This is an optimization exercise on Yosys and OpenROAD, whose aim is small area, a short achievable clock period and few clock cycles per item, not a production implementation. At most, simulation tests tie the RTL to the original design; equivalence was not proved. Only the layout flow was run in run 1; the RTL was not checked for function there. No activity file was given, so power comes from the tool's default toggle rates.

==> flow/design.v, too long to show whole: its modules and the start of the top module <==
// module math_core_alu: 702 lines
module math_core_alu #(
    parameter int DW = 32,
    parameter int CW = 32
) (
    input  logic          clk,
    input  logic          rst,
    input  logic [0:1]    mode,
    input  logic          in_valid,
    output logic          in_ready,
    input  logic [0:DW-1] ain,
    input  logic [0:DW-1] bin,
    output logic          out_valid,
    input  logic          out_ready,
    output logic [0:DW-1] result,
    output logic          ovf,
    output logic [0:CW-1] statistic,
    input  logic          stat_ld,
    input  logic [0:CW-1] stat_din,
    input  logic          flush,
    output logic          busy
);
  // ...
==> flow/flow/run.sh <==
#!/bin/bash
# The standard layout, with plain buf_1 port buffers and a tighter setup target
# for timing repair; the log of the whole make run goes to standard.log.
bash standard.sh BUFFER_PORTS_ARGS="-buffer_cell sky130_fd_sc_hd__buf_1" SETUP_SLACK_MARGIN=4.8 finish > standard.log 2>&1
==> flow/standard.sh <==
#!/bin/bash
# synth_recipe.tcl (not shown) runs the flow's synth.tcl, then flattens the netlist and writes it again
# the make line also repeats each setting of config.mk as NAME=value (left out here)
make -C /OpenROAD-flow-scripts/flow DESIGN_CONFIG=/design/flow/config.mk WORK_HOME=/design/flow/orfs CLKGATE_MAP_FILE= SYNTH_SCRIPT=/design/flow/synth_recipe.tcl "${@:-finish}"
==> flow/config.mk <==
export PLATFORM = sky130hd
export DESIGN_NAME = math_core_alu
export DESIGN_NICKNAME = math_core_alu
export VERILOG_FILES = /design/flow/design.v
export SDC_FILE = /design/flow/constraint.sdc
export NUM_CORES = 4
export LEC_CHECK = 0
export ABC_AREA = 1
export CAP_MARGIN = 20
export CORE_MARGIN = 2
export CORE_UTILIZATION = 40
export SLEW_MARGIN = 20
==> flow/constraint.sdc <==
create_clock -name core_clock -period 10.0 [get_ports {clk}]
set_input_delay 2.0000 -clock core_clock [delete_from_list [all_inputs] [get_ports {clk}]]
set_output_delay 2.0000 -clock core_clock [all_outputs]
set_load 0.01 [all_outputs]
==> flow_summary.yaml, run 1 <==
status:
  status: "timing/DRC/antenna clean"
routing:
  ant_nets: 0
  dr_total_vias: 24626
  top_layer: "met4"
  wl_met1_um: 39400
place:
  numPortBuffers: 171
  dpl.hpwl_um: 70200
  post_dp_cell_area_um2: 24800
final_layout:
  layout_common_cells: "nand2_1, xor2_1, inv_1"
  clk_share_pct: 2.34
  buffers: 226
  drive_gt1_share_pct: 6.74
power_and_ir_drop:
  power_switching_share_pct: 53.4
  top_power_group: "combinational cells"
  internal_power_mw: 3.19
  p_leak_nw: 11.4
worst_setup_path:
  critPathSlowestCell: "clkinvlp_4"
  reg2reg_from: "a1[1]"
  crit_buf_inv: 3
  r2r-end: "lo2[23]"
timing:
  tns_ns: 0
  rsz0062_at_grt: "true"
  clock.fmax_mhz: 199
worst_hold_path:
  holdPathStages: 2
synthesis:
  ys_ff_latch: 199
  netlist_area_um2: 23700
  syn-num-nets: 3521
  synth_top_cell_area_share_pct: 20.7
  synth_top_family_by_area: "simple AND/OR/NAND/NOR gates"
  muxShareOfSynthArea_pct: 0.169
  post-synth-top-area-cell: "edfxtp_1"
  synthMostInstantiatedCell: "nand2_1"
clocking:
  cts_setup_buffers: 0
  ctsHoldBuffers: 0
  tritoncts: "done"
global_route:
  grt.busiest_layer: "met2"
  grt_usage_pct: 30.9
  gr-total-overflow: 0
floorplan:
  initial_core_util_pct: 40.4
  tapCellCount: 773
==> run 2, diff against run 1 <==
--- a/flow/design.v
+++ b/flow/design.v
@@ -29,16 +29,18 @@
     logic          v1;
     localparam int K = 24;
     logic [31:K]   s2;
     logic [31:K]   c2;
     logic [K-1:0]  lo2;
     logic          ck2;
     logic          k1_2;
     logic          k2_2;
+    logic          mulp2;
+    logic [2-1:0] l32_2;
     logic          v2;
     logic [CW-1:0] r_stat;
     logic          take2;
     logic          en1;
     logic          hs;
     logic          full;
     assign take2    = !v2 || out_ready;
     assign en1      = !full || out_ready;
@@ -82,16 +84,17 @@
             t0 = tm ? (bs2[i] | bs4[i]) : (bs1[i] | bs3[i]);
             if (3*i+2 < 32) b1[3*i+2] = ng;
             if (3*i+1 < 32) b1[3*i+1] = t1 ^ ng;
             b1[3*i] = t0 ^ ng;
         end
     end
     logic [31:0] mul_s, mul_c;
     logic        mul_p32;            
+    logic [2-1:0] mul_l32;        
     wire pp0_0, pp0_1, pp0_2, pp0_3, pp0_4, pp0_5, pp0_6, pp0_7, pp0_8, pp0_9, pp0_10, pp0_11, pp0_12, pp0_13, pp0_14, pp0_15;
     wire pp0_16, pp0_17, pp0_18, pp0_19, pp0_20, pp0_21, pp0_22, pp0_23, pp0_24, pp0_25, pp0_26, pp0_27, pp0_28, pp0_29, pp0_30, pp0_31;
     wire pp0_32, pp1_0, pp1_1, pp1_2, pp1_3, pp1_4, pp1_5, pp1_6, pp1_7, pp1_8, pp1_9, pp1_10, pp1_11, pp1_12, pp1_13, pp1_14;
     wire pp1_15, pp1_16, pp1_17, pp1_18, pp1_19, pp1_20, pp1_21, pp1_22, pp1_23, pp1_24, pp1_25, pp1_26, pp1_27, pp1_28, pp1_29, pp2_0;
     wire pp2_1, pp2_2, pp2_3, pp2_4, pp2_5, pp2_6, pp2_7, pp2_8, pp2_9, pp2_10, pp2_11, pp2_12, pp2_13, pp2_14, pp2_15, pp2_16;
     wire pp2_17, pp2_18, pp2_19, pp2_20, pp2_21, pp2_22, pp2_23, pp2_24, pp2_25, pp2_26, pp3_0, pp3_1, pp3_2, pp3_3, pp3_4, pp3_5;
     wire pp3_6, pp3_7, pp3_8, pp3_9, pp3_10, pp3_11, pp3_12, pp3_13, pp3_14, pp3_15, pp3_16, pp3_17, pp3_18, pp3_19, pp3_20, pp3_21;
     wire pp3_22, pp3_23, pp4_0, pp4_1, pp4_2, pp4_3, pp4_4, pp4_5, pp4_6, pp4_7, pp4_8, pp4_9, pp4_10, pp4_11, pp4_12, pp4_13;
@@ -621,17 +624,18 @@
     assign ts301 = (tc242 ^ ts243) ^ ts187;
     assign tc302 = (tc242 ^ ts243) ? ts187 : tc242;
     assign ts303 = (tc244 ^ ts245) ^ ts191;
     assign tc304 = (tc244 ^ ts245) ? ts191 : tc244;
     assign ts305 = (tc246 ^ ts247) ^ ts195;
     assign tc306 = (tc246 ^ ts247) ? ts195 : tc246;
     assign mul_s = {tc304, tc302, tc300, tc298, tc296, tc294, tc292, tc290, tc288, tc286, tc284, tc282, tc280, tc278, tc276, tc274, tc272, tc270, tc268, tc266, tc264, tc262, tc260, tc258, tc256, tc254, tc252, tc250, ts249, pp0_2, pp0_1, pp0_0};
     assign mul_c = {ts305, ts303, ts301, ts299, ts297, ts295, ts293, ts291, ts289, ts287, ts285, ts283, ts281, ts279, ts277, ts275, ts273, ts271, ts269, ts267, ts265, ts263, ts261, ts259, ts257, ts255, ts253, ts251, bneg[1], 1'b0, 1'b0, bneg[0]};
-    assign mul_p32 = pp0_32 ^ pp1_29 ^ pp2_26 ^ pp3_23 ^ pp4_20 ^ pp5_17 ^ pp6_14 ^ pp7_11 ^ pp8_8 ^ pp9_5 ^ pp10_2 ^ tc24 ^ tc26 ^ tc106 ^ tc108 ^ tc110 ^ tc194 ^ tc196 ^ tc248 ^ tc306;
+    assign mul_p32 = pp0_32 ^ pp1_29 ^ pp2_26 ^ pp3_23 ^ pp4_20 ^ pp5_17 ^ pp6_14 ^ pp7_11 ^ pp8_8 ^ pp9_5 ^ pp10_2 ^ tc24 ^ tc26 ^ tc106 ^ tc108 ^ tc110 ^ tc194 ^ tc196;
+    assign mul_l32 = {tc248, tc306};
     logic [31:0] bsuf;
     logic        g32;
     always_comb begin
         bsuf[31] = b1[31];
         for (int k = 30; k >= 0; k--) bsuf[k] = bsuf[k+1] | b1[k];
         g32 = 1'b0;
         for (int i = 1; i < 32; i++) g32 = g32 | (a1[i] & bsuf[32-i]);
     end
@@ -649,17 +653,17 @@
     assign lo_n   = {1'b0, s_n[K-1:0], is_sub} + {1'b0, c_n[K-1:0], is_sub};
     assign k1_n   = is_sub || (is_mul && (g32 || mul_p32));
     assign k2_n   = is_add || is_sub || (is_mul && !g32);
     logic [33-K:0] hi;
     logic          cout;
     assign hi        = {1'b0, s2, ck2} + {1'b0, c2, ck2};
     assign cout      = hi[33-K];
     assign result    = {hi[32-K:1], lo2};
-    assign ovf       = k1_2 ^ (k2_2 & cout);
+    assign ovf       = k1_2 ^ (k2_2 & cout) ^ (mulp2 & (^l32_2));
     assign out_valid = v2;
     assign statistic = r_stat;
     assign busy      = v1 || v2;
     always_ff @(posedge clk or negedge rst) begin
         if (!rst) begin
             v1     <= 1'b0;
             v2     <= 1'b0;
             full   <= 1'b0;
@@ -692,11 +696,13 @@
     always_ff @(posedge clk) begin
         if (take2) begin
             s2   <= s_n[31:K];
             c2   <= c_n[31:K];
             lo2  <= lo_n[K:1];
             ck2  <= lo_n[K+1];
             k1_2 <= k1_n;
             k2_2 <= k2_n;
+            mulp2 <= is_mul && !g32;
+            l32_2 <= mul_l32;
         end
     end
 endmodule
==> run 2 against run 1 <==
Net effect: still clean; first-iteration DRC count decreased by 4.3%; synthesized cell count decreased by 2.9%; register-to-register slack improved by 0.11 ns; critical path depth unchanged; via count decreased by 3.2%; clock skew increased by 0.015 ns; area after synthesis increased by 0.39%; total power increased by 8.6%; sequential share of layout area about the same; critical endpoint is now ck2.
==> flow_summary.yaml, run 2 <==
worst_setup_path:
  crit_chain: "buf_4, inv_1, o22ai_1, nor2_1, xor2_1, or2_1, nand3_1, nand2_1, or2_1, nand2_1, xor2_1, xor2_1, nand3_1, nand3b_1, a21oi_1, a221oi_1, ha_1, a21oi_1, a21boi_2, o21ai_1, a21oi_1, o21bai_1"
  crit_buf_inv: 2
  crit_fanout: 22
  slowest_delay_ns: 0.39
  critPathSlowestCell: "a221oi_1"
  setup.worst_path.start_class: "register"
  critPathCaptureType: "register"
  path_delay_family: "compound AO/OA/AOI/OAI gates"
  cp_data_arrival_time_ns: 5.27
  worstPathRequired_ns: 10.35
  worstSetupPathType: "register to register"
final_layout:
  stdcell_count: 4068
  reg_top3: "a1: 32 flops, a3_1: 32 flops, r_stat: 32 flops"
  post-route-util_pct: 44.1
  drive_gt1_share_pct: 7.62
  synthToLayoutAreaGrowth_pct: 9.08
  mostFrequentLayoutCell: "nand2_1"
  fillers: 5979
  layout_common_cells: "nand2_1, xor2_1, inv_1"
  layout.nets: 3504
routing:
  drtIter0Drc: 2983
  wl_per_cell_um: 23.0
  drc_errors: 0
  vias_per_cell: 5.86
  ant_nets: 0
  firstDrtPassIters: 9
  wirelength_um: 93700
  dr_total_vias: 23843
synthesis:
  syn_area_per_cell_um2: 7.46
  synth_top_cell_area_share_pct: 21.0
  ys.flop_type: "edfxtp_1"
  synth_edf_count: 167
  syn-num-nets: 3425
  netlist_area_um2: 23800
  async_flop_share_pct: 17.3
  synth.top_cells.by_area: "edfxtp_1, xor2_1, nand2_1"
  ys_ff_latch: 202
  synthMostInstantiatedCell: "nand2_1"
  ys_seq_area_share_pct: 24.7
  synth_cells: 3195
  synth_common_cells: "nand2_1, xor2_1, inv_1"
  post-synth-top-area-cell: "edfxtp_1"
  synth.distinct_cells: 78
  yosysWarnings: 1
power_and_ir_drop:
  pwr-share-comb_pct: 67.6
  internal_power_mw: 3.59
  ir_worst_vdd_uv: 133
  clkPwrFrac_pct: 13.9
  p_per_area_nw_per_um2: 286
  p_leak_nw: 11.3
  power_frac_seq_pct: 18.5
  p_switching_mw: 3.84
  power_switching_share_pct: 51.7
place:
  dpl.hpwl_um: 69700
  gp_congestion: 1.02
  dp_cells: 3999
  numPortBuffers: 171
clocking:
  root_buffer: "clkbuf_16"
  ctsHoldBuffers: 0
  clockBufferDepth: 3
  clock_sink_count: 202
  clk_pin_slew_ns: 0.06
  numCtsBuffers: 26
  insertion_delay_ns: 0.62
  cts_max_level: 1
  tritoncts: "done"
worst_hold_path:
  min_path_type: "register to register"
flow_run:
  maxCapViolCount: 0
global_route:
  grt_usage_pct: 29.8
  grt_max_degree: 69
  grt_pass1_wl_um: 138000
  gr-total-overflow: 0
  grt_pass1_vias: 22030
  antenna_found_initial: 3
timing:
  setup_violations: 0
  slew_viol_final: 0
  final_hold_viol_count: 0
  clock.fmax_mhz: 203
  timing.final.crit_share_pct: 49.2
  hold-worst-slack_ns: 0.546
  rsz0062_at_grt: "true"
  tns_ns: 0
  max-slew-margin-rel_pct: 34.3
  fin_skew_ns: 0.0448
  worstMarginPinSlew_ns: 0.985
  period_needed_ns: 4.92
floorplan:
  die-area_um2: 61500
  row_count: 89
  die_h_um: 248
  die_w_um: 248
  core_area_um2: 58900
  initial_core_util_pct: 40.4
  pin_count: 172
status:
  status: "timing/DRC/antenna clean"
==> run 2: cell count changes after synthesis, sizes merged, moves of 10 or more <==
cell    before  now
nor2       277  226
xor2       322  332
a21oi      179  166
nand2      684  632
nand3      147  126
xnor2       91  115
o211ai      11   25
o21ai      135  145
buf         98  108
==> run 2: power by group through the flow <==
stage / sequential, mW / clock, mW / combinational (mW)
after detailed placement: 1.38 / 0 / 4.90
after global placement: 1.38 / 0 / 4.86
after CTS: 1.36 / 1.05 / 4.93
after floorplan: 1.29 / 0 / 3.75
final: 1.37 / 1.03 / 5.02
after global routing: 1.38 / 1.08 / 5.62
==> run 2: worst paths after layout <==
kind	start	end	slack, ns	cells after the start
max reg2reg	bs3_1[1]	ck2	5.08	22
max in group asynchronous	rst	r_stat[30]	7.86	1
min in group asynchronous	rst	v1	1.55	1
max	bs3_1[1]	ck2	5.08	22
min reg2reg	v1	v2	0.55	2
min	v1	v2	0.55	2
==> run 2: layer usage <==
layer	vias up	share of wire [%]	GRT usage (%)	routed length, um
li1	11256	-	-	-
met1	10782	41	40.8	38600
met2	1445	40	42.9	37900
met3	358	12	8.75	11500
met4	2	6.0	13.8	5640
met5	-	0.12	1.27	110
==> run 2: kinds of logic after synthesis <==
family                   after synthesis  synth area share [%]
flip-flops                           202                  24.7
buffers and inverters                505                  9.24
adder cells (fa/ha/maj)              138                  7.23
AO/OA/AOI/OAI                        785                  21.3
multiplexers                           3                 0.131
AND/OR/NAND/NOR                     1115                  20.5
XOR/XNOR                             447                  16.8
==> run 2: area by class of cell <==
cell class / count / area [um2] / area share, %
Inverter: 329 / 1330 / 5.11
Tap cell: 773 / 967 / 3.72
Timing Repair Buffer: 224 / 1060 / 4.08
Timing Repair inverter: 3 / 15.0 / 0.0578
Sequential cell: 202 / 5890 / 22.7
Clock buffer: 29 / 662 / 2.55
Antenna cell: 2 / 5.00 / 0.0193
Clock inverter: 18 / 263 / 1.01
Multi-Input combinational cell: 2488 / 15800 / 60.8
==> run 2: per-stage QoR <==
step                worst slack (ns)  power, mW  instance area, um2
finish                          5.08       7.42               26000
global route                    4.78       8.08               26000
CTS                             4.81       7.34               25800
detailed placement              4.45       6.28               24800
global placement                4.45       6.23               24800
floorplan                       5.00       5.04               23800
==> run 2: timing repair <==
item	4_1_cts	5_1_grt
cloned	1	2
buffers inserted	9	8
endpoints found under the setup margin	6	8
resized for setup	17	37
==> run 2: worst min-delay path, cell delays in order, from the launching register on <==
cell and delay [ns]:
dfrtp_1 0.35, a21oi_1 0.06, nor2_1 0.09
Testbench counts of run 2, summed over its fixed seeds: cycles 16,016, items 16,000.

==> separate check: timing with driven ports <==
How much do the figures lean on ideal ports? The routed layouts below were timed once more, with nothing changed but the port constraints.
Step 1 (the two cells are an assumption about what drives the block):
set clk [get_ports {clk}]
set_driving_cell -lib_cell sky130_fd_sc_hd__clkbuf_16 $clk
set_driving_cell -lib_cell sky130_fd_sc_hd__buf_2 [delete_from_list [all_inputs] $clk]
Step 2 moves the port delays by t, midway between the first and last clock arrival at a register: inputs arrive t later, outputs are due t later. That takes back most of the time a late clock gives input paths.
a / b / c = ideal / step 1 / step 2; a / b = the first two.
| run | t, ns | setup WS [ns] | hold WS [ns] |
|---|---|---|---|
| run 1 | 0.575 | 4.971 / 4.971 / 4.684 | 0.551 / 0.551 / 0.551 |
| run 2 | 0.657 | 5.080 / 5.080 / 4.628 | 0.546 / 0.546 / 0.546 |
After both steps every run listed still meets setup and hold. For run 2, which loses most, drivers alone change the setup slack by 0.000 ns; drivers and shift together by -0.452 ns.
